Source: an optimization exercise on an open RTL-to-GDS flow (aim: small area, a short achievable clock period and few clock cycles). Production flows keep margins and buffers that such runs may drop. Only simulation tests tie the RTL to the original design; equivalence was not proved. Power is estimated from default activity; no workload was simulated.

==> flow/design.v (outline; a module is shown in full before it is edited, if it fits) <==
// module tpu_top: 3068 lines
module tpu_top (
    input  logic           clk,
    input  logic           rst,
    input  logic           start,
    input  logic [31:0]    act_data,
    input  logic [31:0]    weight_data,
    output logic           done,
    output logic           output_valid,
    output logic [511:0]   result
);
  // ...
==> flow/flow/run.sh <==
#!/bin/bash
# The standard layout, with these changes to how it is made:
# - timing repair aims below the 10 ns clock period (repair_timing -setup_margin), so that the
#   layout's achieved period is as short as it can be;
# - ports are buffered with buf_2 cells (buffer_ports -buffer_cell) instead of the delay cells
#   buffer_ports picks by itself;
# - clock tree sink clusters of up to 20 flip-flops within 100 um (fewer clock buffers).
set -euo pipefail
bash standard.sh SETUP_SLACK_MARGIN=6.5 "BUFFER_PORTS_ARGS=-buffer_cell sky130_fd_sc_hd__buf_2" CTS_CLUSTER_SIZE=20 CTS_CLUSTER_DIAMETER=100 finish > make_finish.log 2>&1
==> flow/standard.sh <==
#!/bin/bash
# synth_recipe.tcl (not shown) runs the flow's synth.tcl, then flattens the netlist and writes it again
# the make line also repeats each setting of config.mk as NAME=value (left out here)
make -C /OpenROAD-flow-scripts/flow DESIGN_CONFIG=/design/flow/config.mk WORK_HOME=/design/flow/orfs CLKGATE_MAP_FILE= SYNTH_SCRIPT=/design/flow/synth_recipe.tcl "${@:-finish}"
==> flow/config.mk <==
export PLATFORM = sky130hd
export DESIGN_NAME = tpu_top
export DESIGN_NICKNAME = tpu_top
export VERILOG_FILES = /design/flow/design.v
export SDC_FILE = /design/flow/constraint.sdc
export NUM_CORES = 4
export LEC_CHECK = 0
export CAP_MARGIN = 20
export CORE_MARGIN = 2
export CORE_UTILIZATION = 40
export SLEW_MARGIN = 20
==> flow/constraint.sdc <==
create_clock -name core_clock -period 10.0 [get_ports {clk}]
set_input_delay 2.0000 -clock core_clock [delete_from_list [all_inputs] [get_ports {clk}]]
set_output_delay 2.0000 -clock core_clock [all_outputs]
set_load 0.01 [all_outputs]
==> impl_metrics.csv, run 1 <==
group,metric,value,unit
outcome,outcome,"finished clean",
floorplan,ios,581,
yosys,synth.top_cells.by_count,"fa_1, a22oi_1, inv_1, edfxtp_1, xor2_1",
power,p_leak,21.3,nW
cells_and_area,seq-cell-share,36.9,%
cells_and_area,final-clk-cell-share,2.71,%
yosys,synth_top_cell_by_area,"edfxtp_1",
global_routing,use_met1,29.6,%
cells_and_area,signal_buffers,624,
yosys,synthTopCellsByArea,"edfxtp_1, fa_1, dfxtp_1, a22oi_1, xor2_1",
floorplan,fp.dieArea,0.121,mm2
clocking,numClockSinks,738,
global_routing,grt_max_degree,125,
worst_setup_path,setup.worst_path.end_class,"flop",
cells_and_area,drive_gt1_share,18.9,%
cells_and_area,multi_input_area_share,46.9,%
worst_setup_path,critPathArrivalTime,4000,ps
min_path,min_to,"res_q[47]$_DFFE_PP_",
cells_and_area,register_area,0.0189,mm2
cells_and_area,top_register,"res_q",
timing,hold_slack,442,ps
min_path,worstHoldPathCells,0,
place,placed_area,0.0496,mm2
cells_and_area,design.seq.count,738,
yosys,synth-edff-count,400,
yosys,synth_fa_ha_area_share,25.2,%
Testbench counts, summed over its fixed seeds: cycles 3,520.
==> run 2: changes to the inputs <==
==> flow/flow/run.sh (replaced) <==
#!/bin/bash
# The standard layout, with these changes to how it is made:
# - after the standard synthesis, flow/fixinv.py removes inverters between full adders by
#   flipping full adders (a full adder with all inputs complemented gives complemented
#   outputs); registers and all other cells are kept as synthesis made them;
# - timing repair aims below the 10 ns clock period (repair_timing -setup_margin), so that the
#   layout's achieved period is as short as it can be;
# - ports are buffered with buf_2 cells (buffer_ports -buffer_cell) instead of the delay cells
#   buffer_ports picks by itself;
# - clock tree sink clusters of up to 20 flip-flops within 100 um (fewer clock buffers).
set -euo pipefail
ARGS=(SETUP_SLACK_MARGIN=6.5 "BUFFER_PORTS_ARGS=-buffer_cell sky130_fd_sc_hd__buf_2" CTS_CLUSTER_SIZE=20 CTS_CLUSTER_DIAMETER=100)
R=orfs/results/sky130hd/tpu_top/base
bash standard.sh "${ARGS[@]}" synth > make_synth.log 2>&1
cp $R/1_2_yosys.v $R/1_2_yosys_standard.v
python3 flow/fixinv.py $R/1_2_yosys_standard.v $R/1_2_yosys.v > fixinv.log 2>&1
rm -f $R/1_synth.odb $R/1_synth.sdc
bash standard.sh "${ARGS[@]}" finish > make_finish.log 2>&1
==> flow/flow/fixinv.py (new file) <==
#!/usr/bin/env python3
"""Removes inverters between full adders in a flat sky130 gate netlist written by Yosys.

A full adder is self-dual: FA(~a, ~b, ~c) = (~sum, ~cout). So a full adder may be flipped: its
inputs take the complements of its old inputs and its outputs then carry the complements of
their old values. This script chooses which full adders to flip so that as few inverters as
possible are needed, then rewires the netlist: every inverter whose output is not a port is
removed, and one inverter is added for each signal whose complement some pin still needs.
Flip-flops and every other cell are left as they are.

usage: fixinv.py IN.v OUT.v
"""
import re, sys
from collections import defaultdict

src = open(sys.argv[1]).read()
m = re.search(r'^module\s+(\S+)\s*\((.*?)\);', src, re.S | re.M)
header_end = m.end()
endmod = src.rindex('endmodule')
body = src[header_end:endmod]

# ports
ports = set()
for kind, rng, names in re.findall(r'^\s*(input|output|inout)\s*(\[[^\]]*\])?\s*([^;]*);', body, re.M):
    for n in names.split(','):
        n = n.strip()
        if rng:
            hi, lo = [int(x) for x in rng[1:-1].split(':')]
            for i in range(min(hi, lo), max(hi, lo) + 1):
                ports.add(f'{n}[{i}]')
        ports.add(n)

inst_re = re.compile(r'^(\s*)(sky130_fd_sc_hd__\w+)\s+(\S+(?: )?)\s*\((.*?)\n\s*\);\n', re.S | re.M)
pin_re = re.compile(r'\.(\w+)\(((?:\\\S+ )|[^()]*?)\)')
insts = []
for mm in inst_re.finditer(body):
    typ, name, pins = mm.group(2), mm.group(3), mm.group(4)
    conns = [(p, n.strip()) for p, n in pin_re.findall(pins)]
    insts.append(dict(span=mm.span(), indent=mm.group(1), typ=typ, name=name, conns=conns))

OUTS = {'X', 'Y', 'Q', 'Q_N', 'SUM', 'COUT', 'HI', 'LO'}
def norm(n):
    n = n.strip()
    if n.startswith('\\'):
        return n
    return n
driver = {}
for i, c in enumerate(insts):
    for p, n in c['conns']:
        if p in OUTS:
            driver[norm(n)] = (i, p)

def is_inv(c):
    return re.match(r'sky130_fd_sc_hd__(clk)?inv_\d+$', c['typ']) is not None
def is_port(n):
    base = n.lstrip('\\').strip()
    return base in ports or re.sub(r'\s+', '', base) in ports

# inverters that may be removed: output net is not a port
rem = set()
for i, c in enumerate(insts):
    if is_inv(c):
        y = dict(c['conns'])['Y']
        if not is_port(norm(y)):
            rem.add(i)

def root(n):
    """(root net, parity): n carries root ^ parity."""
    par = 0
    seen = 0
    while True:
        d = driver.get(n)
        if d is None or d[0] not in rem:
            return n, par
        n = norm(dict(insts[d[0]]['conns'])['A'])
        par ^= 1
        seen += 1
        assert seen < 100

# load requirements: for each non-removed cell input pin, (root, parity)
loads = []   # (inst index, pin, root, parity)
for i, c in enumerate(insts):
    if i in rem:
        continue
    for p, n in c['conns']:
        if p in OUTS:
            continue
        r, q = root(norm(n))
        loads.append((i, p, r, q))

fa = [i for i, c in enumerate(insts) if re.match(r'sky130_fd_sc_hd__fa_\d+$', c['typ'])]
flip = {i: 0 for i in fa}
# roots: physical polarity of a root net = flip of its driver if it is a full adder
loads_by_root = defaultdict(list)
for k, (i, p, r, q) in enumerate(loads):
    loads_by_root[r].append(k)
fa_in_roots = defaultdict(set)
fa_out_roots = defaultdict(set)
for k, (i, p, r, q) in enumerate(loads):
    if i in flip:
        fa_in_roots[i].add(r)
for i in fa:
    for p, n in insts[i]['conns']:
        if p in OUTS:
            fa_out_roots[i].add(norm(n))

def phys(r):
    d = driver.get(r)
    if d is not None and d[0] in flip:
        return flip[d[0]]
    return 0
def need(k):
    i, p, r, q = loads[k]
    return q ^ (flip[i] if i in flip else 0)
def cost(r):
    ph = phys(r)
    return 1 if any(need(k) != ph for k in loads_by_root[r]) else 0

before = sum(cost(r) for r in loads_by_root)
for it in range(20):
    changed = 0
    for i in fa:
        rs = fa_in_roots[i] | fa_out_roots[i]
        c0 = sum(cost(r) for r in rs)
        flip[i] ^= 1
        c1 = sum(cost(r) for r in rs)
        if c1 < c0:
            changed += 1
        else:
            flip[i] ^= 1
    if not changed:
        break
# simulated annealing from the greedy result
import random, math
rng = random.Random(1)
cur = sum(cost(r) for r in loads_by_root)
best = cur
best_flip = dict(flip)
T = 1.0
steps = 300000
for step in range(steps):
    T = 1.0 * (1 - step / steps) + 0.02
    i = fa[rng.randrange(len(fa))]
    rs = fa_in_roots[i] | fa_out_roots[i]
    c0 = sum(cost(r) for r in rs)
    flip[i] ^= 1
    c1 = sum(cost(r) for r in rs)
    d = c1 - c0
    if d <= 0 or rng.random() < math.exp(-d / T):
        cur += d
        if cur < best:
            best = cur
            best_flip = dict(flip)
    else:
        flip[i] ^= 1
flip.update(best_flip)
after = sum(cost(r) for r in loads_by_root)
print(f'{len(rem)} removable inverters; inverters needed: {before} unflipped, {after} with '
      f'{sum(flip.values())} of {len(fa)} full adders flipped', file=sys.stderr)

# rewrite
newnet = {}
newinv = []
for r in loads_by_root:
    if cost(r):
        k = len(newinv)
        y = f'_fixinv_{k}_'
        newnet[r] = y
        newinv.append((r, y))
pinmap = {}   # (inst, pin) -> net
for k, (i, p, r, q) in enumerate(loads):
    pinmap[(i, p)] = r if need(k) == phys(r) else newnet[r]

def esc(n):
    return n + ' ' if n.startswith('\\') else n

out = []
pos = 0
for i, c in enumerate(insts):
    s, e = c['span']
    out.append(body[pos:s])
    pos = e
    if i in rem:
        continue
    pins = ',\n'.join(f"{c['indent']}  .{p}({esc(pinmap.get((i, p), n))})" for p, n in c['conns'])
    out.append(f"{c['indent']}{c['typ']} {c['name']} (\n{pins}\n{c['indent']});\n")
out.append(body[pos:])
newbody = ''.join(out)
decl = ''.join(f'  wire {y};\n' for r, y in newinv)
cells = ''.join(f'  sky130_fd_sc_hd__inv_1 _fixinv_cell_{k}_ (\n    .A({esc(r)}),\n    .Y({y})\n  );\n'
                for k, (r, y) in enumerate(newinv))
res = src[:header_end] + '\n' + decl + newbody + cells + src[endmod:]
open(sys.argv[2], 'w').write(res)
==> run 2 against run 1 <==
Effect of this change:
- via count decreased by 3.0%
- final cell count shrank 3.1%
- fmax up 0.72%
- still clean
- highest routed layer unchanged
==> impl_metrics.csv, run 2 <==
group,metric,value,unit
global_routing,use_met2,33.8,%
worst_setup_path,r2r_start,"bo[9]$_DFF_P_",
global_routing,antenna_found_initial,7,
detailed_routing,vias_per_cell,5.35,
floorplan,ios,581,
detailed_routing,ant_nets,0,
floorplan,fp.dieArea,0.119,mm2
global_routing,use_met3,6.44,%
floorplan,start_util,40.2,%
power,p_comb_share,63.4,%
worst_setup_path,crit_type,"reg -> reg",
power,intPower,10.6,mW
timing,period_share,34.3,%
place,place_congestion,0.900,
floorplan,die_y,345,um
power,swShare,44.1,%
detailed_routing,firstDrtPassIters,6,
min_path,min_to,"res_q[83]$_DFFE_PP_",
timing,rsz0062_at_grt,"yes",
detailed_routing,drc,0,
detailed_routing,first_iter_violations,2819,
clocking,cts_buffers,46,
timing,fmax,0.291,GHz
detailed_routing,routed_wl,132000,um
worst_setup_path,crit_fanout,36,
cells_and_area,fillers,10800,
yosys,netlist_instances,3788,
place,dp_cells,5415,
timing,setup_violations,0,
clocking,worstSkewPairLatency,680,ps
detailed_routing,avgRoutedWirePerCell,24.0,um
cells_and_area,layout_commonest_cell,"buf_2",
clocking,clock_path_buffers,3,
cells_and_area,mostFrequentLayoutCells,"buf_2, fa_1, a22oi_1",
detailed_routing,vias,29500,
yosys,syn_nets,4509,
power,p_sw,8.33,mW
timing,max_slew_margin,24.3,%
yosys,yosys_warnings,1,
outcome,outcome,"finished clean",
global_routing,grt_max_degree,81,
clocking,cts_tree,"done",
place,place_hpwl,92700,um
floorplan,core_area,0.116,mm2
clocking,cts-root-buf,"clkbuf_16",
worst_setup_path,critPathArrivalTime,3960,ps
power,p_leak,20.6,nW
clocking,htree_levels,2,
cells_and_area,drive_gt1_share,19.6,%
worst_setup_path,rr_endpoint,"pq[163]$_DFF_P_",
timing,slew_viol_final,0,
cells_and_area,top_register,"res_q",
floorplan,die_w,345,um
min_path,worstHoldPathCells,0,
floorplan,row_count,125,
global_routing,grt_pass1_wl,196000,um
global_routing,grt-busiest-layer,"met2",
timing,tightest_slew,1140,ps
worst_setup_path,reg2reg_setup_slack,6570,ps
min_path,hold_start,"res_q[151]$_DFFE_PP_",
cells_and_area,largest_reg_flops,272,
worst_setup_path,reg2regPathDepth,8,
worst_setup_path,cp-start-kind,"flop",
cells_and_area,final_cells,5507,
worst_setup_path,setup.worst_path.end_class,"flop",
global_routing,use_met1,29.0,%
timing,setup_tns,0,ps
global_routing,grt_remaining_overflow,0,
timing,post-route-min-period,3430,ps
cells_and_area,nets,4664,
timing,finalHoldViolations,0,
power,sequentialPowerShare,25.6,%
timing,fin_skew,45.7,ps
power,clkPwrFrac,11.0,%
global_routing,grt_use_total,21.8,%
yosys,synth_area,0.0466,mm2
yosys,syn_area_per_cell,12.3,um2
run,maxCapViolCount,0,
cells_and_area,syn2layout_area_growth,8.50,%
place,numPortBuffers,580,
min_path,hold_class,"reg -> reg",
clocking,postCtsHoldBufs,0,
power,pwr_density_cell,374,mW/mm2
clocking,numClockSinks,738,
worst_setup_path,crit_required,10530,ps
global_routing,grt_pass1_vias,30100,
clocking,path_clk_slew,90,ps
power,ir_worst_vdd,377,uV
cells_and_area,reg_top3,"res_q: 272 flops, pq: 248 flops, b_q: 128 flops",
## run 2: repair_timing
| item | in CTS | in global routing |
|---|---|---|
| resized for setup | 17 | 29 |
| setup endpoints to repair | 188 | 155 |
| setup buffers | 0 | 4 |
| pin swaps | 1 | 8 |
## run 2: layout make-up
| class | instances | area, um2 | share of cell area, % |
|---|---|---|---|
| diodes | 2 | 5.00 | 0.00990 |
| flip-flops and latches | 738 | 18900 | 37.3 |
| clock buffers | 77 | 1380 | 2.73 |
| multi-input cells | 2263 | 24000 | 47.4 |
| repair buffers | 629 | 3320 | 6.57 |
| inverters | 265 | 1000 | 1.98 |
| clock inverters | 9 | 97.6 | 0.193 |
| well taps | 1524 | 1910 | 3.77 |
## run 2: per-stage QoR
stage	hold WS, ps	utilization [%]	power, mW	worst slack [ps]	area (um2)
detailed placement	426	42.2	16.7	6220	48900
finish	437	43.6	18.9	6570	50600
floorplan	420	-	13.8	4480	46600
global placement	424	42.2	16.5	6180	48900
global route	452	43.6	20.8	6450	50600
CTS	443	43.5	18.9	6500	50400
## run 2: how the worst max path moves through the flow
stage / start / to / slack [ps] / cells after the start
5_1_grt: pq[190]$_DFF_P_ / res_q[267]$_DFFE_PP_ / 6450 / 9
4_1_cts: bn[6]$_DFF_P_ / pq[97]$_DFF_P_ / 6500 / 7
3_3_place_gp: start / sgn_o[15]$_SDFF_PP0_ / 6180 / 3
6_report: bo[9]$_DFF_P_ / pq[163]$_DFF_P_ / 6570 / 8
2_1_floorplan: cnt_q[0]$_SDFFE_PP0P_ / res_q[0]$_DFFE_PP_ / 4480 / 7
3_5_place_dp: cnt_q[1]$_SDFFE_PP0P_ / res_q[151]$_DFFE_PP_ / 6220 / 9
## run 2: power by group through the flow
stage | logic, mW | clock network (mW) | registers, mW
3_3_place_gp | 11.6 | 0 | 4.90
4_1_cts | 11.9 | 2.14 | 4.84
5_1_grt | 13.6 | 2.24 | 4.89
2_1_floorplan | 9.11 | 0 | 4.65
3_5_place_dp | 11.8 | 0 | 4.91
6_report | 12.0 | 2.07 | 4.84
## run 2: layer usage
layer / vias up / share of wire, %
met5: - / 0.032
met2: 1461 / 45
met4: 6 / 3.7
met3: 230 / 10
li1: 12900 / -
met1: 14900 / 41
## run 2: critical path, stage by stage, from the launching register on
cell and delay, ps:
dfxtp_2 330, buf_4 500, a22oi_1 220, xor2_1 200, fa_1 450, fa_1 490
fa_1 510, inv_1 50, fa_1 430
==> run 3: changes to the inputs <==
--- a/flow/flow/run.sh
+++ b/flow/flow/run.sh
@@ -9,7 +9,7 @@
 #   buffer_ports picks by itself;
 # - clock tree sink clusters of up to 20 flip-flops within 100 um (fewer clock buffers).
 set -euo pipefail
-ARGS=(SETUP_SLACK_MARGIN=6.5 "BUFFER_PORTS_ARGS=-buffer_cell sky130_fd_sc_hd__buf_2" CTS_CLUSTER_SIZE=20 CTS_CLUSTER_DIAMETER=100)
+ARGS=(SETUP_SLACK_MARGIN=6.7 "BUFFER_PORTS_ARGS=-buffer_cell sky130_fd_sc_hd__buf_2" CTS_CLUSTER_SIZE=20 CTS_CLUSTER_DIAMETER=100)
 R=orfs/results/sky130hd/tpu_top/base
 bash standard.sh "${ARGS[@]}" synth > make_synth.log 2>&1
 cp $R/1_2_yosys.v $R/1_2_yosys_standard.v
==> run 3 against run 2 <==
Effect of this change:
- still clean on timing, DRC and antenna
- fmax up 2.9%
- final cell count up 1.6%
- core utilization up 1.7 points
- via count up 2.5%
- die area unchanged
- sequential power about the same
- non-clock buffer count up 88
==> impl_metrics.csv, run 3 <==
group,metric,value,unit
cells_and_area,syn2layout_area_growth,12.8,%
cells_and_area,fillers,10600,
detailed_routing,avgRoutedWirePerCell,24.8,um
floorplan,core_area,0.116,mm2
worst_setup_path,crit_required,8000,ps
cells_and_area,multi_input_area,0.0242,mm2
clocking,path_clk_slew,90,ps
clocking,cts_buffers,47,
cells_and_area,layout_commonest_cell,"buf_2",
cells_and_area,final_core_util,45.4,%
clocking,numClockSinks,738,
clocking,htree_levels,2,
cells_and_area,drive_gt1_share,22.9,%
power,ir_worst_vdd,384,uV
cells_and_area,top_register,"res_q",
global_routing,grt_pass1_wl,200000,um
clocking,worstSkewPairLatency,680,ps
run,maxCapViolCount,0,
worst_setup_path,crit_type,"reg -> out",
yosys,netlist_instances,3788,
timing,period_share,33.4,%
floorplan,start_util,40.2,%
worst_setup_path,critPathArrivalTime,1340,ps
clocking,postCtsHoldBufs,0,
timing,setup_violations,0,
cells_and_area,antenna_cells,0,
timing,max_slew_margin,27.3,%
yosys,syn_nets,4509,
place,numPortBuffers,580,
floorplan,row_count,125,
worst_setup_path,r2r_start,"pq[4]$_DFF_P_",
worst_setup_path,crit_fanout,8,
place,place_hpwl,91100,um
worst_setup_path,reg2reg_setup_slack,6690,ps
worst_setup_path,reg2regPathDepth,10,
cells_and_area,register_area,0.0190,mm2
place,place_congestion,0.865,
detailed_routing,first_iter_violations,2991,
detailed_routing,firstDrtPassIters,6,
outcome,outcome,"finished clean",
clocking,clock_path_buffers,3,
global_routing,grt_pass1_vias,30500,
detailed_routing,routed_wl,139000,um
detailed_routing,ant_nets,0,
min_path,hold_class,"reg -> reg",
global_routing,grt_remaining_overflow,0,
clocking,cts-root-buf,"clkbuf_16",
worst_setup_path,cp-start-kind,"flop",
detailed_routing,drc,0,
timing,finalHoldViolations,0,
global_routing,grt_use_total,22.3,%
timing,rsz0062_at_grt,"yes",
min_path,min_to,"res_q[83]$_DFFE_PP_",
cells_and_area,mostFrequentLayoutCells,"buf_2, fa_1, a22oi_1",
timing,tightest_slew,1090,ps
yosys,yosys_warnings,1,
worst_setup_path,setup.worst_path.end_class,"output pin",
floorplan,die_w,345,um
detailed_routing,vias,30200,
yosys,syn_area_per_cell,12.3,um2
cells_and_area,reg_top3,"res_q: 272 flops, pq: 248 flops, b_q: 128 flops",
global_routing,antenna_found_initial,10,
clocking,cts_tree,"done",
timing,post-route-min-period,3340,ps
timing,fmax,0.300,GHz
worst_setup_path,rr_endpoint,"res_q[220]$_DFFE_PP_",
cells_and_area,largest_reg_flops,272,
power,p_leak,21.2,nW
cells_and_area,nets,4755,
min_path,worstHoldPathCells,0,
global_routing,grt_max_degree,167,
min_path,hold_start,"res_q[151]$_DFFE_PP_",
power,pwr_density_cell,379,mW/mm2
floorplan,fp.dieArea,0.119,mm2
yosys,synth_area,0.0466,mm2
floorplan,ios,581,
timing,fin_skew,41.4,ps
floorplan,die_y,345,um
timing,setup_tns,0,ps
detailed_routing,vias_per_cell,5.39,
timing,slew_viol_final,0,
==> run 3: worst max-delay path by stage <==
stage	start	cells after the start	to	slack (ps)
5_1_grt	pq[4]$_DFF_P_	10	res_q[220]$_DFFE_PP_	6590
2_1_floorplan	cnt_q[0]$_SDFFE_PP0P_	7	res_q[0]$_DFFE_PP_	4480
4_1_cts	sgn_o[12]$_SDFF_PP0_	2	result[411]	6620
6_report	sgn_o[5]$_SDFF_PP0_	2	result[186]	6660
3_5_place_dp	bn[6]$_DFF_P_	5	pq[81]$_DFF_P_	6240
3_3_place_gp	bn[6]$_DFF_P_	5	pq[143]$_DFF_P_	6280
==> run 3: layout make-up <==
class | count | area share (%)
clock buffers | 74 | 2.57
clock inverters | 13 | 0.276
repair inverters | 2 | 0.0190
inverters | 265 | 1.90
multi-input cells | 2263 | 46.1
repair buffers | 717 | 9.48
flip-flops and latches | 738 | 36.1
well taps | 1524 | 3.63
==> run 3: critical path, stage by stage (launching register included) <==
cell and delay, ps:
dfxtp_4 360, buf_4 170, buf_2 150
==> run 3: timing repair <==
action,4_1_cts,5_1_grt
endpoints found under the setup margin,599,266
buffers inserted,24,73
gates cloned,1,2
pin swaps,15,20
gates resized for setup,166,108
==> run 3: per-layer routing <==
metal / vias to the layer above / global-route usage [%] / share of wire [%]
met5: - / 0 / 0.10
met1: 15200 / 29.9 / 41
met3: 285 / 5.77 / 10
met4: 12 / 8.99 / 4.5
met2: 1612 / 34.4 / 44
li1: 13100 / - / -
==> run 3: power breakdown <==
part	switching (mW)	internal (mW)	leakage [nW]
clock	1.12	0.981	0.725
combinational	7.23	5.75	14.0
sequential	0.481	4.35	6.52
total	8.83	11.1	21.2
==> run 3: per-stage QoR <==
step	setup WS (ps)	hold slack, ps	power [mW]	instances	area (um2)
floorplan	4480	420	13.8	3788	46700
global placement	6280	423	16.7	5408	48900
detailed placement	6240	427	16.9	5408	48900
CTS	6620	436	19.4	5520	51300
global route	6590	437	21.8	5596	52600
finish	6660	432	19.9	5596	52600
==> run 4: changes to the inputs <==
--- a/flow/flow/run.sh
+++ b/flow/flow/run.sh
@@ -2,7 +2,8 @@
 # The standard layout, with these changes to how it is made:
 # - after the standard synthesis, flow/fixinv.py removes inverters between full adders by
 #   flipping full adders (a full adder with all inputs complemented gives complemented
-#   outputs); registers and all other cells are kept as synthesis made them;
+#   outputs) and swapping xor2 and xnor2 cells; registers and all other cells are kept as
+#   synthesis made them;
 # - timing repair aims below the 10 ns clock period (repair_timing -setup_margin), so that the
 #   layout's achieved period is as short as it can be;
 # - ports are buffered with buf_2 cells (buffer_ports -buffer_cell) instead of the delay cells
--- a/flow/flow/fixinv.py
+++ b/flow/flow/fixinv.py
@@ -89,7 +89,15 @@
         loads.append((i, p, r, q))
 
 fa = [i for i, c in enumerate(insts) if re.match(r'sky130_fd_sc_hd__fa_\d+$', c['typ'])]
+# xor2 and xnor2 cells may be swapped for each other: that complements the output only
+XSWAP = {}
+for i, c in enumerate(insts):
+    mt = re.match(r'sky130_fd_sc_hd__(xor2|xnor2)_(\d+)$', c['typ'])
+    if mt:
+        XSWAP[i] = 'sky130_fd_sc_hd__' + ('xnor2' if mt.group(1) == 'xor2' else 'xor2') + '_' + mt.group(2)
 flip = {i: 0 for i in fa}
+for i in XSWAP:
+    flip[i] = 0
 # roots: physical polarity of a root net = flip of its driver if it is a full adder
 loads_by_root = defaultdict(list)
 for k, (i, p, r, q) in enumerate(loads):
@@ -97,9 +105,9 @@
 fa_in_roots = defaultdict(set)
 fa_out_roots = defaultdict(set)
 for k, (i, p, r, q) in enumerate(loads):
-    if i in flip:
+    if i in flip and i not in XSWAP:
         fa_in_roots[i].add(r)
-for i in fa:
+for i in list(fa) + list(XSWAP):
     for p, n in insts[i]['conns']:
         if p in OUTS:
             fa_out_roots[i].add(norm(n))
@@ -111,7 +119,7 @@
     return 0
 def need(k):
     i, p, r, q = loads[k]
-    return q ^ (flip[i] if i in flip else 0)
+    return q ^ (flip[i] if (i in flip and i not in XSWAP) else 0)
 def cost(r):
     ph = phys(r)
     return 1 if any(need(k) != ph for k in loads_by_root[r]) else 0
@@ -119,7 +127,7 @@
 before = sum(cost(r) for r in loads_by_root)
 for it in range(20):
     changed = 0
-    for i in fa:
+    for i in list(fa) + list(XSWAP):
         rs = fa_in_roots[i] | fa_out_roots[i]
         c0 = sum(cost(r) for r in rs)
         flip[i] ^= 1
@@ -130,6 +138,7 @@
             flip[i] ^= 1
     if not changed:
         break
+allflip = list(fa) + list(XSWAP)
 # simulated annealing from the greedy result
 import random, math
 rng = random.Random(1)
@@ -140,7 +149,7 @@
 steps = 300000
 for step in range(steps):
     T = 1.0 * (1 - step / steps) + 0.02
-    i = fa[rng.randrange(len(fa))]
+    i = allflip[rng.randrange(len(allflip))]
     rs = fa_in_roots[i] | fa_out_roots[i]
     c0 = sum(cost(r) for r in rs)
     flip[i] ^= 1
@@ -156,7 +165,8 @@
 flip.update(best_flip)
 after = sum(cost(r) for r in loads_by_root)
 print(f'{len(rem)} removable inverters; inverters needed: {before} unflipped, {after} with '
-      f'{sum(flip.values())} of {len(fa)} full adders flipped', file=sys.stderr)
+      f'{sum(flip[i] for i in fa)} of {len(fa)} full adders flipped and '
+      f'{sum(flip[i] for i in XSWAP)} of {len(XSWAP)} xor/xnor cells swapped', file=sys.stderr)
 
 # rewrite
 newnet = {}
@@ -182,8 +192,14 @@
     pos = e
     if i in rem:
         continue
-    pins = ',\n'.join(f"{c['indent']}  .{p}({esc(pinmap.get((i, p), n))})" for p, n in c['conns'])
-    out.append(f"{c['indent']}{c['typ']} {c['name']} (\n{pins}\n{c['indent']});\n")
+    swap = i in XSWAP and flip[i]
+    typ = XSWAP[i] if swap else c['typ']
+    def pn(p):
+        if swap and p in ('X', 'Y'):
+            return 'Y' if p == 'X' else 'X'   # xor2 drives X, xnor2 drives Y
+        return p
+    pins = ',\n'.join(f"{c['indent']}  .{pn(p)}({esc(pinmap.get((i, p), n))})" for p, n in c['conns'])
+    out.append(f"{c['indent']}{typ} {c['name']} (\n{pins}\n{c['indent']});\n")
 out.append(body[pos:])
 newbody = ''.join(out)
 decl = ''.join(f'  wire {y};\n' for r, y in newinv)
==> run 4 against run 3 <==
Effect of this change:
- highest routed layer unchanged
- still clean on timing, DRC and antenna
- non-clock buffer count down 57
- worst hold slack better by 6.9 ps
- global-route usage down 0.68 points
- core utilization down 0.91 points
- cell area down 3.6%
- power down 0.89%
- final cell count down 4.8%
==> impl_metrics.csv, run 4 <==
group,metric,value,unit
outcome,outcome,"finished clean",
clocking,clock_path_buffers,3,
floorplan,row_count,124,
detailed_routing,ant_nets,0,
timing,slew_viol_final,0,
cells_and_area,postLayoutCellArea,0.0507,mm2
power,p_leak,19.4,nW
detailed_routing,vias,29100,
worst_setup_path,cp_slowest_cell,"fa_1",
worst_setup_path,setup.worst_path.end_class,"flop",
global_routing,grt_use_total,21.6,%
floorplan,start_util,40.2,%
cells_and_area,reg_top3,"res_q: 272 flops, pq: 248 flops, b_q: 128 flops",
worst_setup_path,reg2reg_setup_slack,6670,ps
global_routing,grt_pass1_vias,29300,
floorplan,fp.dieArea,0.117,mm2
worst_setup_path,reg2regPathDepth,11,
yosys,syn_area_per_cell,12.8,um2
detailed_routing,wl_met2,59900,um
detailed_routing,routed_wl,132000,um
floorplan,die_y,343,um
worst_setup_path,rr_endpoint,"res_q[218]$_DFFE_PP_",
cells_and_area,drive_gt1_share,22.3,%
min_path,worstHoldPathCells,0,
detailed_routing,routed.top_layer,"met5",
yosys,yosys_warnings,1,
timing,fin_skew,49.9,ps
timing,tightest_slew,1050,ps
worst_setup_path,cp_common_cell,"fa_1",
cells_and_area,largest_reg_flops,272,
floorplan,core_area,0.114,mm2
detailed_routing,first_iter_violations,2910,
worst_setup_path,critPathArrivalTime,3750,ps
yosys,syn_nets,4312,
clocking,cts-root-buf,"clkbuf_16",
worst_setup_path,crit_required,10420,ps
cells_and_area,layout_commonest_cell,"buf_2",
worst_setup_path,worstPathCellList,"fa_1 > fa_1 > fa_2 > inv_2 > nor2b_4 > o31a_1 > o311ai_4 > buf_4 > a311o_1 > mux2i_1 > a221oi_2",
timing,rsz0062_at_grt,"yes",
clocking,cts_tree,"done",
yosys,synth_area,0.0459,mm2
detailed_routing,met3RoutedLength,12900,um
min_path,hold_class,"reg -> reg",
detailed_routing,firstDrtPassIters,6,
global_routing,grt_remaining_overflow,0,
worst_setup_path,crit_path_max_incr_delay,550,ps
cells_and_area,top_register,"res_q",
timing,post-route-min-period,3330,ps
power,p_sw,8.72,mW
place,numPortBuffers,580,
detailed_routing,avgRoutedWirePerCell,24.8,um
cells_and_area,mostFrequentLayoutCells,"buf_2, xnor2_1, fa_1",
worst_setup_path,crit_fanout,2,
clocking,numClockSinks,738,
power,sequentialPowerShare,24.3,%
global_routing,grt_pass1_wl,190000,um
power,ir_worst_vdd,385,uV
timing,fmax,0.300,GHz
clocking,worstSkewPairLatency,680,ps
power,p_comb_share,65.5,%
yosys,netlist_instances,3591,
place,place_hpwl,88700,um
global_routing,grt_max_degree,78,
cells_and_area,nets,4497,
timing,setup_violations,0,
power,swShare,44.2,%
power,pwr_density_cell,389,mW/mm2
detailed_routing,vias_per_cell,5.45,
timing,finalHoldViolations,0,
clocking,htree_levels,2,
worst_setup_path,crit_type,"reg -> reg",
clocking,path_clk_slew,90,ps
place,placed_area,0.0482,mm2
power,clkPwrFrac,10.2,%
power,intPower,11.0,mW
min_path,hold_start,"res_q[83]$_DFFE_PP_",
detailed_routing,wl_met1,54000,um
timing,setup_tns,0,ps
detailed_routing,drc,0,
timing,period_share,33.3,%
worst_setup_path,r2r_start,"pq[4]$_DFF_P_",
timing,max_slew_margin,30.0,%
place,place_congestion,0.885,
floorplan,die_w,343,um
cells_and_area,syn2layout_area_growth,10.6,%
floorplan,ios,581,
clocking,cts_buffers,45,
min_path,min_to,"res_q[15]$_DFFE_PP_",
global_routing,antenna_found_initial,10,
worst_setup_path,cp-start-kind,"flop",
clocking,postCtsHoldBufs,0,
run,maxCapViolCount,0,
==> run 4: layout make-up <==
type | instances | area [um2]
sequential | 738 | 18900
inverter | 68 | 262
clock inverter | 10 | 78.8
multi-input combinational | 2263 | 24100
tap | 1512 | 1890
fill | 10500 | 63300
clock buffer | 74 | 1330
timing repair buffer | 660 | 4050
antenna | 2 | 5.00
==> run 4: power by group through the flow <==
| stage | clock (mW) | sequential, mW | combinational, mW |
|---|---|---|---|
| CTS | 2.09 | 4.81 | 12.5 |
| floorplan | 0 | 4.65 | 9.10 |
| detailed placement | 0 | 4.89 | 12.1 |
| finish | 2.01 | 4.80 | 12.9 |
| global placement | 0 | 4.88 | 11.9 |
| global route | 2.20 | 4.86 | 14.5 |
==> run 4: how the worst max path moves through the flow <==
stage	from	to	slack, ps
detailed placement	cnt_q[1]$_SDFFE_PP0P_	res_q[253]$_DFFE_PP_	5800
CTS	sgn_o[15]$_SDFF_PP0_	result[506]	6670
finish	pq[4]$_DFF_P_	res_q[218]$_DFFE_PP_	6670
floorplan	cnt_q[0]$_SDFFE_PP0P_	res_q[0]$_DFFE_PP_	4480
global route	pq[90]$_DFF_P_	res_q[235]$_DFFE_PP_	6570
global placement	cnt_q[1]$_SDFFE_PP0P_	res_q[252]$_DFFE_PP_	5850
==> run 4: what timing repair did <==
action                     4_1_cts  5_1_grt
gates resized for setup         90       96
pin swaps                       15       11
setup endpoints to repair      495      317
buffers inserted                16       22
==> run 4: per-stage QoR <==
step	power, mW	util [%]	hold WS (ps)	worst slack (ps)	std cells
global placement	16.8	42.2	423	5850	5203
detailed placement	17.0	42.2	429	5800	5203
floorplan	13.7	-	420	4480	3591
finish	19.7	44.5	439	6670	5327
CTS	19.4	43.8	442	6670	5303
global route	21.6	44.5	450	6570	5325
==> run 4: layer usage <==
metal  vias to the layer above  track usage (%)
li1                      12600                -
met1                     14700             30.2
met2                      1537             33.4
met3                       254             4.57
met4                         6             7.39
met5                         -                0
==> run 4: critical path, delay by kind of cell (launching register included) <==
family,cells,cell delay (ps)
buf+inv,2,250
mux,1,230
simple gates,1,40
compound gates,4,860
fa+ha+maj,3,1370
flops,1,330

-- what the ideal ports hide --
The results above use ideal ports. As a check the final layouts listed here were re-extracted and re-timed, cells and wires unchanged.
Step 1 (the two cells are an assumption about what drives the block):
set clk [get_ports {clk}]
set_driving_cell -lib_cell sky130_fd_sc_hd__clkbuf_16 $clk
set_driving_cell -lib_cell sky130_fd_sc_hd__buf_2 [delete_from_list [all_inputs] $clk]
Step 2 also shifts input and output timing later by t, the mid clock arrival at the registers, as if the neighbouring blocks saw the same clock.
Slacks: no drivers / after step 1 / after step 2; pairs: no drivers / after step 1.
run	t, ns	setup WS [ns]	slew at the worst register clock pin (ns)	worst slew at a driven data input, ns
run 1	0.710	6.541 / 6.541 / 6.541	0.10 / 0.10	0.24
run 2	0.709	6.566 / 6.541 / 6.566	0.10 / 0.10	0.21
run 3	0.710	6.662 / 6.607 / 6.560	0.11 / 0.11	0.20
run 4	0.706	6.665 / 6.634 / 6.559	0.10 / 0.10	0.19
After both steps every run listed still meets setup and hold. For run 4, which loses most, drivers alone change the setup slack by -0.031 ns; drivers and shift together by -0.106 ns.
